Source: an optimization exercise on an open RTL-to-GDS flow (aim: small area, a short achievable clock period and few clock cycles per item). Production flows keep margins and buffers that such runs may drop.
The RTL was checked by simulation tests, not by an equivalence proof against the original design.
Power figures rest on the tool's default switching activity, not on a simulated workload.

== old ==
Design rv_core, start of the top module:
module rv_core (
    input  logic                          clk,
    input  logic                          rst_n,
    output logic [rv_pkg::XLEN-1:0]       imem_addr_o,
    input  logic [rv_pkg::XLEN-1:0]       imem_data_i,
    output logic                          retire_valid_o,
    output logic [rv_pkg::XLEN-1:0]       retire_pc_o,
    output logic [rv_pkg::REG_ADDR_W-1:0] retire_rd_o,
    output logic [rv_pkg::XLEN-1:0]       retire_data_o
);
    localparam int BHT_W = 4;
    localparam int BHT_N = 1 << BHT_W;
    logic [31:0] pc_q;
    logic [31:0] regs_q [1:31];
    logic [31:1] rvalid_q;
    logic [1:0]  bht_q [BHT_N];
    logic        x_valid_q;
    logic [31:0] x_pc_q;
    logic [31:0] x_alt_q;       
    logic [31:0] x_a_q;
    logic [31:0] x_b_q;
    logic [4:0]  x_rd_q;        
    logic        x_wen_q;
    logic [2:0]  x_f3_q;
    logic        x_br_q;
    logic        x_s_add_q, x_s_sll_q, x_s_lt_q, x_s_xor_q;
    logic        x_s_shr_q, x_s_or_q, x_s_and_q, x_s_lui_q, x_s_jal_q;
    logic        x_sub_q;
    logic        x_arith_q;
    logic        x_expect_q;
    logic        r_valid_q;
    logic [31:0] r_pc_q;
    logic [4:0]  r_rd_q;
    logic [31:0] r_data_q;
    logic [31:0] ins;
    logic [6:0]  opc;
    logic [2:0]  f3;
    logic [4:0]  rs1, rs2, rd;
    logic        is_op, is_opi, is_lui, is_jal, is_br, br_cond;
    logic        writes, alt, use_imm;
  ...
For scale: roughly 1,300 flip-flops, ~140 I/O pins, ~61,000 um^2 of cells after synthesis.
export LEC_CHECK = 0
export CAP_MARGIN = 20
export CORE_MARGIN = 2
export CORE_UTILIZATION = 40
export SLEW_MARGIN = 20
create_clock -name core_clock -period 10.0 [get_ports {clk}]
standard.sh (not shown) runs the stock make flow with config.mk's settings and CLKGATE_MAP_FILE= SYNTH_SCRIPT=/design/flow/synth_recipe.tcl, a recipe that flattens the netlist after the stock synthesis.
==> flow/flow/run.sh <==
#!/bin/bash
# Standard layout (the standard.sh) with three changes to how it is made:
# a tighter setup-repair target aimed at the worst path only, plain buf_2
# cells as the port buffers, and a clock tree of clkbuf_8 cells without
# dummy loads. The make output is kept in flow_make.log; ORFS keeps each
# step's own log under orfs/logs.
set -euo pipefail
bash standard.sh SETUP_SLACK_MARGIN=7 TNS_END_PERCENT=0 \
  "BUFFER_PORTS_ARGS=-buffer_cell sky130_fd_sc_hd__buf_2" \
  "CTS_ARGS=-sink_clustering_enable -repair_clock_nets -dont_use_dummy_load -buf_list sky130_fd_sc_hd__clkbuf_8 -sink_clustering_size 15 -sink_clustering_max_diameter 50" \
  finish > flow_make.log 2>&1
Testbench counts of old, summed over its fixed seeds: cycles 81,135, instrs 80,000.
The inputs of new differ from those of old as listed below.
--- a/flow/design.v
+++ b/flow/design.v
@@ -83,18 +83,16 @@
         end else if (pred) begin
             pc_next = target;
         end else begin
             pc_next = pc_plus4;
         end
     end
     assign imem_addr_o = pc_q;
     logic [31:0] rd1, rd2;
-    logic        r_wen;
-    assign r_wen = r_valid_q && r_rd_q != 5'd0;
     always_comb begin
         rd1 = '0;
         rd2 = '0;
         for (int i = 1; i < 32; i++) begin
             rd1 = rd1 | ({32{rs1 == 5'(i) && rvalid_q[i]}} & regs_q[i]);
             rd2 = rd2 | ({32{rs2 == 5'(i) && rvalid_q[i]}} & regs_q[i]);
         end
     end
@@ -119,27 +117,25 @@
                   | ({32{x_s_or_q}}  & (x_a_q | x_b_q))
                   | ({32{x_s_and_q}} & (x_a_q & x_b_q))
                   | ({32{x_s_lui_q}} & x_b_q)
                   | ({32{x_s_jal_q}} & x_alt_q)
                   | {31'b0, x_s_lt_q && lt};
     assign sel        = x_f3_q[2] ? lt : eq;
     assign cond       = sel ^ x_f3_q[0];
     assign mispredict = x_valid_q && x_br_q && (sel != x_expect_q);
-    logic        fwd_a, fwd_b, byp1, byp2, sub, flip, wen;
+    logic        fwd_a, fwd_b, x_we, sub, flip, wen;
     logic [31:0] a_val, b_val;
     assign fwd_a = x_valid_q && x_wen_q && x_rd_q == rs1;
     assign fwd_b = x_valid_q && x_wen_q && x_rd_q == rs2;
     assign sub   = is_br || ((is_op || is_opi) && (f3[2:1] == 2'b01 || (f3 == 3'b000 && alt)));
     assign wen   = writes && rd != 5'd0;
-    assign byp1  = r_wen && r_rd_q == rs1;
-    assign byp2  = r_wen && r_rd_q == rs2;
     assign flip  = ((is_op || is_opi) && f3 == 3'b010) || (is_br && f3[2:1] == 2'b10);
-    assign a_val = fwd_a ? result : byp1 ? r_data_q : rd1;
-    assign b_val = is_lui ? imm_u : is_opi ? imm_i : fwd_b ? result : byp2 ? r_data_q : rd2;
+    assign a_val = fwd_a ? result : rd1;
+    assign b_val = is_lui ? imm_u : is_opi ? imm_i : fwd_b ? result : rd2;
     always_ff @(posedge clk or negedge rst_n) begin
         if (!rst_n) begin
             pc_q      <= rv_pkg::RESET_PC;
             x_valid_q <= 1'b0;
             r_valid_q <= 1'b0;
         end else begin
             pc_q      <= pc_next;
             x_valid_q <= !mispredict;
@@ -166,29 +162,30 @@
         x_s_or_q   <= wen && (is_op || is_opi) && f3 == 3'b110;
         x_s_and_q  <= wen && (is_op || is_opi) && f3 == 3'b111;
         x_s_lui_q  <= wen && is_lui;
         x_s_jal_q  <= wen && is_jal;
         r_pc_q     <= x_pc_q;
         r_rd_q     <= x_rd_q;
         r_data_q   <= result;
     end
+    assign x_we = x_valid_q && x_wen_q;
     always_ff @(posedge clk) begin
         for (int i = 1; i < 32; i++) begin
-            if (r_wen && r_rd_q == 5'(i)) begin
-                regs_q[i] <= r_data_q;
+            if (x_we && x_rd_q == 5'(i)) begin
+                regs_q[i] <= result;
             end
         end
     end
     always_ff @(posedge clk or negedge rst_n) begin
         if (!rst_n) begin
             rvalid_q <= '0;
         end else begin
             for (int i = 1; i < 32; i++) begin
-                if (r_wen && r_rd_q == 5'(i)) begin
+                if (x_we && x_rd_q == 5'(i)) begin
                     rvalid_q[i] <= 1'b1;
                 end
             end
         end
     end
     logic [BHT_W-1:0] up_idx;
     logic [1:0]       up_ctr;
     assign up_idx = x_pc_q[BHT_W+1:2];
### Flow results
Compared with old, new shows a worst slack after detailed placement that is 400 ps higher. new vs. old: worst slew margin relative to its limit decreased 1.5 points, part of the power in combinational logic decreased 2.1 points, final hold slack increased 7.8 ps, power density relative to cell area decreased 5.8 nW/um^2.
Testbench counts of new, summed over its fixed seeds: cycles 81,135, instrs 80,000.

port drivers added, routing unchanged:
Ports are ideal in the flow. The routed layouts listed here were re-timed in OpenROAD.
Step 1 (the two cells are an assumption about what drives the block):
set clk [get_ports {clk}]
set_driving_cell -lib_cell sky130_fd_sc_hd__clkbuf_16 $clk
set_driving_cell -lib_cell sky130_fd_sc_hd__buf_2 [delete_from_list [all_inputs] $clk]
Step 2 moves the port delays by t, midway between the first and last clock arrival at a register: inputs arrive t later, outputs are due t later. That takes back most of the time a late clock gives input paths.
a / b / c = no drivers / after step 1 / after step 2; a / b = the first two.
| run | t, ns | setup WS [ns] | latest minus earliest clock arrival (ns) | worst register clock-pin slew, ns |
|---|---|---|---|---|
| old | 0.938 | 5.782 / 5.838 / 4.900 | 0.129 / 0.129 | 0.10 / 0.10 |
| new | 1.001 | 6.054 / 6.096 / 5.095 | 0.127 / 0.127 | 0.10 / 0.10 |
After both steps every run listed still meets setup and hold. For new, which loses most, drivers alone change the setup slack by +0.042 ns; drivers and shift together by -0.959 ns.
